Source: an optimization exercise on an open RTL-to-GDS flow (aim: small area). Production flows keep margins and buffers that such runs may drop. The RTL was checked by simulation tests, not by an equivalence proof against the original design. Power and IR drop assume default switching activity.

==> flow/design.v <==
package seu_window_controller_pkg;
  typedef enum logic [2:0] {IDLE, CLEAR, SETTLE, BASE, RUN, SNAP} state_t;
  localparam int SETTLE_LEN = 2;
  localparam int NCH_DEF = 7;
  localparam int CNT_W_DEF = 64;
  localparam int WIN_W_DEF = 32;
  function automatic integer sel_w(input integer n);
    sel_w = n > 1 ? $clog2(n) : 1;
  endfunction
endpackage
module seu_snapshot_bank #(
  parameter int NCH = 7,
  parameter int CNT_W = 64,
  parameter int SEL_W = 3
) (
  input  logic                 clock,
  input  logic                 reset,
  input  logic                 capture,
  input  logic                 commit,
  input  logic                 zero,
  input  logic [NCH*CNT_W-1:0] err_count,
  input  logic                 rd_req,
  input  logic [SEL_W-1:0]     rd_sel,
  output logic                 rd_ack,
  output logic [CNT_W-1:0]     rd_data
);
  logic [CNT_W-1:0] base_q [NCH];
  logic [CNT_W-1:0] snap_q [NCH];
  logic [CNT_W-1:0] rd_mux;
  always_ff @(posedge clock)
    for (int k = 0; k < NCH; k++)
      if (reset) begin
        base_q[k] <= '0;
        snap_q[k] <= '0;
      end else begin
        if (capture) base_q[k] <= err_count[k*CNT_W +: CNT_W];
        if (commit) snap_q[k] <= zero ? '0 : err_count[k*CNT_W +: CNT_W] - base_q[k];
      end
  always_comb begin
    rd_mux = '0;
    for (int k = 0; k < NCH; k++) if (rd_sel == SEL_W'(k)) rd_mux = snap_q[k];
  end
  always_ff @(posedge clock) begin
    rd_ack <= reset ? 1'b0 : rd_req;
    rd_data <= reset ? '0 : rd_req ? rd_mux : rd_data;
  end
endmodule
module seu_window_controller #(
  parameter int NCH = seu_window_controller_pkg::NCH_DEF,
  parameter int CNT_W = seu_window_controller_pkg::CNT_W_DEF,
  parameter int WIN_W = seu_window_controller_pkg::WIN_W_DEF,
  localparam int SEL_W = seu_window_controller_pkg::sel_w(NCH)
) (
  input  logic                 clock,
  input  logic                 reset,
  input  logic                 start,
  input  logic                 stop,
  input  logic                 continuous,
  input  logic [WIN_W-1:0]     window_len,
  input  logic [NCH*CNT_W-1:0] err_count,
  output logic [NCH-1:0]       clear_pulse,
  output logic                 busy,
  output logic                 done,
  output logic                 aborted,
  output logic [15:0]          window_id,
  input  logic                 rd_req,
  input  logic [SEL_W-1:0]     rd_sel,
  output logic                 rd_ack,
  output logic [CNT_W-1:0]     rd_data
);
  seu_window_controller_pkg::state_t state_q, state_d;
  logic [WIN_W-1:0] len_q, cnt_q;
  logic [1:0] settle_q;
  logic abort_q, zero_q;
  always_ff @(posedge clock) state_q <= reset ? seu_window_controller_pkg::IDLE : state_d;
  always_comb begin
    state_d = state_q;
    busy = state_q != seu_window_controller_pkg::IDLE;
    done = state_q == seu_window_controller_pkg::SNAP;
    clear_pulse = {NCH{reset || state_q == seu_window_controller_pkg::CLEAR}};
    case (state_q)
      seu_window_controller_pkg::IDLE:    state_d = start ? seu_window_controller_pkg::CLEAR : seu_window_controller_pkg::IDLE;
      seu_window_controller_pkg::CLEAR:   state_d = stop ? seu_window_controller_pkg::SNAP : seu_window_controller_pkg::SETTLE;
      seu_window_controller_pkg::SETTLE:  state_d = stop ? seu_window_controller_pkg::SNAP : settle_q == 2'(seu_window_controller_pkg::SETTLE_LEN - 1) ? seu_window_controller_pkg::BASE : seu_window_controller_pkg::SETTLE;
      seu_window_controller_pkg::BASE:    state_d = stop ? seu_window_controller_pkg::SNAP : seu_window_controller_pkg::RUN;
      seu_window_controller_pkg::RUN:     state_d = stop || cnt_q == WIN_W'(1) ? seu_window_controller_pkg::SNAP : seu_window_controller_pkg::RUN;
      seu_window_controller_pkg::SNAP:    state_d = continuous && !abort_q ? seu_window_controller_pkg::CLEAR : seu_window_controller_pkg::IDLE;
      default: state_d = seu_window_controller_pkg::IDLE;
    endcase
  end
  always_ff @(posedge clock)
    if (reset) begin
      len_q <= WIN_W'(1);
      cnt_q <= '0;
      settle_q <= '0;
      abort_q <= 1'b0;
      zero_q <= 1'b0;
      aborted <= 1'b0;
      window_id <= '0;
    end else begin
      if (state_q == seu_window_controller_pkg::IDLE && start) len_q <= window_len == '0 ? WIN_W'(1) : window_len;
      settle_q <= state_q == seu_window_controller_pkg::SETTLE ? settle_q + 2'd1 : '0;
      cnt_q <= state_q == seu_window_controller_pkg::BASE ? len_q : state_q == seu_window_controller_pkg::RUN ? cnt_q - WIN_W'(1) : cnt_q;
      if (stop && busy && !done) begin
        abort_q <= 1'b1;
        zero_q <= state_q != seu_window_controller_pkg::RUN;
      end
      if (done) begin
        abort_q <= 1'b0;
        zero_q <= 1'b0;
        aborted <= abort_q;
        window_id <= window_id + 16'd1;
      end
    end
  seu_snapshot_bank #(.NCH(NCH), .CNT_W(CNT_W), .SEL_W(SEL_W)) u_bank (
    .clock(clock),
    .reset(reset),
    .capture(state_q == seu_window_controller_pkg::BASE),
    .commit(done),
    .zero(zero_q),
    .err_count(err_count),
    .rd_req(rd_req),
    .rd_sel(rd_sel),
    .rd_ack(rd_ack),
    .rd_data(rd_data)
  );
endmodule
==> flow/run.sh <==
#!/bin/bash
# synth_recipe.tcl (not shown) runs the flow's synth.tcl, then flattens the netlist and writes it again
# the make line also repeats each setting of config.mk as NAME=value (left out here)
make -C /OpenROAD-flow-scripts/flow DESIGN_CONFIG=/design/flow/config.mk WORK_HOME=/design/flow/orfs CLKGATE_MAP_FILE= SYNTH_SCRIPT=/design/flow/synth_recipe.tcl finish
==> flow/config.mk <==
export PLATFORM = sky130hd
export DESIGN_NAME = seu_window_controller
export DESIGN_NICKNAME = seu_window_controller
export VERILOG_FILES = /design/flow/design.v
export SDC_FILE = /design/flow/constraint.sdc
export NUM_CORES = 4
export LEC_CHECK = 0
export CAP_MARGIN = 20
export CORE_MARGIN = 2
export CORE_UTILIZATION = 40
export SLEW_MARGIN = 20
==> flow/constraint.sdc <==
create_clock -name core_clock -period 5.0 [get_ports {clock}]
set_input_delay 1.0000 -clock core_clock [delete_from_list [all_inputs] [get_ports {clock}]]
set_output_delay 1.0000 -clock core_clock [all_outputs]
set_load 0.01 [all_outputs]
==> impl_metrics.yaml <==
die:
  num_rows: 148
  initial_utilization: 0.402
  ios: 580
  die_h_um: 408
  core_footprint_um2: 162000
  floorplan.die_area_um2: 166000
  chipWidth_um: 408
critical_path:
  worst_r2r_path_depth: 13
  r2r_start: "u_bank.base_q[2][0]"
  cp_slowest_stage_delay_ns: 0.49
  critical_path.slowest_cell: "clkdlybuf4s50_1"
  r2r-end: "u_bank.snap_q[2][56]"
  cp_data_arrival_time_ns: 4.81
  setup.reg_to_reg.worst_slack_ns: 1.33
  critical_path.top_delay_family: "compound AO/OA/AOI/OAI gates"
  critical_path_fanouts_max: 3
  cp.buffers_inverters: 2
  worst_path_most_repeated_cell: "a32o_1"
  path_type_of_the_worst_setup_path: "primary input to register"
  startpoint_type: "primary input"
  worst-endpoint-required_ns: 5.68
  worst_setup_path_end_kind: "register"
  cells_along_the_critical_path: "clkdlybuf4s50_1, inv_1, ha_1, fa_1, nor2b_1, o2111ai_1, a32o_1, nor3_2, nor3_1, nor4_2, o21bai_1, a211oi_2, o21ai_1, a21o_1, a32o_1"
synth:
  synthCells: 8846
  syn-num-nets: 9794
  syn-cell-area_um2: 65300
  edff_count_synth: 0
  yosys_warnings: 4
  yosys-top-cells-area: "dfxtp_1, nand2_1, a21oi_1"
  synthDominantAreaCellType: "dfxtp_1"
  yosys.area.top_type_share: 0.322
  netlist-cell-type-count: 99
  yosys_register_bits: 1049
  postSynth.asyncResetShare: 0
  syn_avg_cell_area_um2: 7.38
  synth-main-ff-cell: "dfxtp_1"
  seq_area_frac_synth: 0.322
timing:
  maximum_clock_frequency_mhz: 242
  worst_slack_ns: 0.872
  finalCriticalPeriod_ns: 4.13
  report.final.slew_viol_count: 0
  timing_hold_violations_final: 0
  setup-violations-final: 0
  total_neg_setup_slack_ns: 0
  min_period_over_period: 0.826
  grt_setup_unrepaired: "no"
  max_transition_margin: 0.252
  largest_clock_skew_in_the_final_design_ns: 0.0284
  timing_worst_slew_pin_value_ns: 1.12
clocking:
  clock_tree_from_tritoncts: "built"
  clock_latency_ns: 0.79
  clock_transition_at_the_registers_of_the_reported_paths_ns: 0.06
  cts_post_setup_buffers_inserted: 0
  max-clock-path-buffers: 3
  post_cts_resize_count: 0
  cts_made_buffers: 133
  cts_sinks: 1049
  cts-root-buf: "clkbuf_16"
  cts_hold_repair.buffers: 0
  clock_tree.htree_level_count: 4
placed_design:
  preCtsSetupSlack_ns: 0.144
  routabilityCongestion: 0.983
  placed_cells: 11200
  detailedPlacementHpwl_mm: 197
  io_buffer_count: 579
worst_hold_path:
  min-delay-path-class: "register to register"
  hold_path_depth: 1
  hold_start: "settle_q[0]"
  hold_path_end: "settle_q[0]"
cells_and_area:
  multiInputGateArea_um2: 40200
  final-seq-area_um2: 21000
  layout-drive-gt1-share: 0.0429
  final.fill_count: 16400
  layoutNonFillerInstCount: 11400
  area_growth_pct: 18.5
  finish.net_count: 10100
run:
  maxCapViolations: 0
global_route:
  grt_usage: 0.294
  vias_in_the_first_global_route: 60700
  grt_start_max_net_pins: 187
  wire_length_of_the_first_global_routing_pass_mm: 378
  grt.overflow.total: 0
  grt_antenna_before_repair: 13
route:
  dr.pass1.iters: 6
  route.detailed.drc: 0
  vias_per_cell: 5.57
  via_count: 63700
  ant_nets: 0
  detail_route.iter0.violations: 4895
  detail_route.wl_per_cell_um: 22.2
  wirelength_mm: 254
power:
  clockPowerShare: 0.424
  powerDensity_nw_per_um2: 299
  share_comb_of_total_power: 0.197
  power.internal_mw: 16.1
  seq_power_share: 0.378
  netSwitchingPower_mw: 7.00
  power_switching_share: 0.303
  peakVddDrop_v: 0.000364
  static_power_due_to_leakage_nw: 28.3
status:
  run_status: "timing/DRC/antenna clean"
-- Yosys cell counts (50+ instances only) --
library cell and number:
o211ai_1 98, inv_1 579, and3_1 59, dfxtp_1 1049, xor2_1 185, a21o_1 273
nand3_1 103, clkbuf_1 461, a22o_1 91, o21bai_1 106, o21ai_1 57, o221ai_1 74
mux2i_1 71, nor2_1 419, xnor2_1 233, a31oi_1 50, nor3_1 85, nand2_1 1789
nand2b_1 108, nand4_1 113, ha_1 452, a21oi_1 1163, o21ai_0 609
-- worst max-delay path by stage --
stage,startpoint,to,slack (ns),cells after the start
after detailed placement,err_count[128],u_bank.snap_q[2][56],0.14,15
after global placement,err_count[320],u_bank.snap_q[5][62],0.15,15
final,err_count[128],u_bank.snap_q[2][56],0.87,15
after floorplan,err_count[128],u_bank.snap_q[2][56],1.19,14
after global routing,err_count[128],u_bank.snap_q[2][56],0.72,15
after CTS,err_count[128],u_bank.snap_q[2][56],0.98,15
-- power by group through the flow --
stage | Clock, mW | Combinational [mW] | Sequential [mW]
after detailed placement | 0 | 4.50 | 8.92
after global routing | 10.3 | 4.95 | 8.76
after global placement | 0 | 4.50 | 8.91
after floorplan | 0 | 2.77 | 8.85
after CTS | 10.0 | 4.53 | 8.74
final | 9.81 | 4.56 | 8.74
-- logic make-up (layout without fill, tap and decap cells) --
kind of cell / after synthesis / count (layout) / share of synthesized area
other cells: 0 / 3 / 0
fa+ha+maj: 459 / 459 / 0.0888
mux: 72 / 72 / 0.0111
compound gates: 2861 / 2861 / 0.268
buf+inv: 1095 / 1505 / 0.0635
xor+xnor: 418 / 418 / 0.0561
simple gates: 2892 / 2892 / 0.191
flops: 1049 / 1049 / 0.322
-- routing by layer --
layer  track usage  share of wire  vias to the layer above
met5             0        0.00037                        -
met4         0.137          0.050                       14
met3        0.0563          0.069                      422
met2         0.467           0.45                     1952
met1         0.383           0.44                    30100
li1              -              -                    31200
-- state kept, by name, summed over array words and instances (netlist names), 2 cells and up --
| register | flops |
|---|---|
| u_bank.base_q | 448 |
| u_bank.snap_q | 448 |
| u_bank.rd_data | 64 |
| cnt_q | 32 |
| len_q | 32 |
| window_id | 16 |
| state_q | 3 |
| settle_q | 2 |
-- layout by cell type (no fill, tap or decap), types with 89 or more instances in the layout --
| cell type | instances |
|---|---|
| nand2_1 | 1788 |
| a21oi_1 | 1163 |
| dfxtp_1 | 1049 |
| o21ai_0 | 609 |
| inv_1 | 579 |
| clkdlybuf4s50_1 | 574 |
| ha_1 | 452 |
| nor2_1 | 418 |
| a21o_1 | 273 |
| xnor2_1 | 233 |
| xor2_1 | 185 |
| clkbuf_16 | 136 |
| nand4_1 | 113 |
| nand2b_1 | 107 |
| o21bai_1 | 106 |
| nand3_1 | 103 |
| o211ai_1 | 98 |
| a22o_1 | 91 |
| buf_4 | 89 |
-- through the flow --
step                      utilization  hold slack (ns)  instance area (um^2)  power, mW
after global placement          0.449            0.406                 72900       13.4
after detailed placement        0.449            0.413                 72900       13.4
after floorplan                     -            0.399                 65300       11.6
after CTS                       0.476            0.421                 77300       23.3
final                           0.476            0.415                 77300       23.1
after global routing            0.476            0.451                 77300       24.1
-- cell type report --
type                    instances  share of cell area
diodes                          3           0.0000971
clock buffers                 183              0.0494
clock inverters                56             0.00749
inverters                     580              0.0282
multi-input cells            6702               0.519
flip-flops and latches       1049               0.272
well taps                    2175              0.0352
repair buffers                686              0.0885

port drivers added, routing unchanged:
The flow's constraints put no driver on any port. The routed layout listed below was extracted and timed again, unchanged, in two steps. Step 1, drivers: a clkbuf_16 drives clock and a buf_2 each remaining input, both assumed. Step 2, shift: input delay + t, output delay - t, t = (earliest + latest rising clock arrival at the registers) / 2. This alone moves slack from input paths to output paths. Three values: ideal ports, drivers, drivers and shift; two values: the first two.
t, ns: 0.862
setup WS [ns]: 0.872 / 0.825 / -0.037
worst setup path at the end: input to register
latest minus earliest clock arrival (ns): 0.030 / 0.030
worst data-port slew with drivers (ns): 0.17
With both steps, setup timing fails in this run, where it was met with ideal ports. The setup slack of this run moves by -0.047 ns with the drivers and by -0.909 ns with both steps.
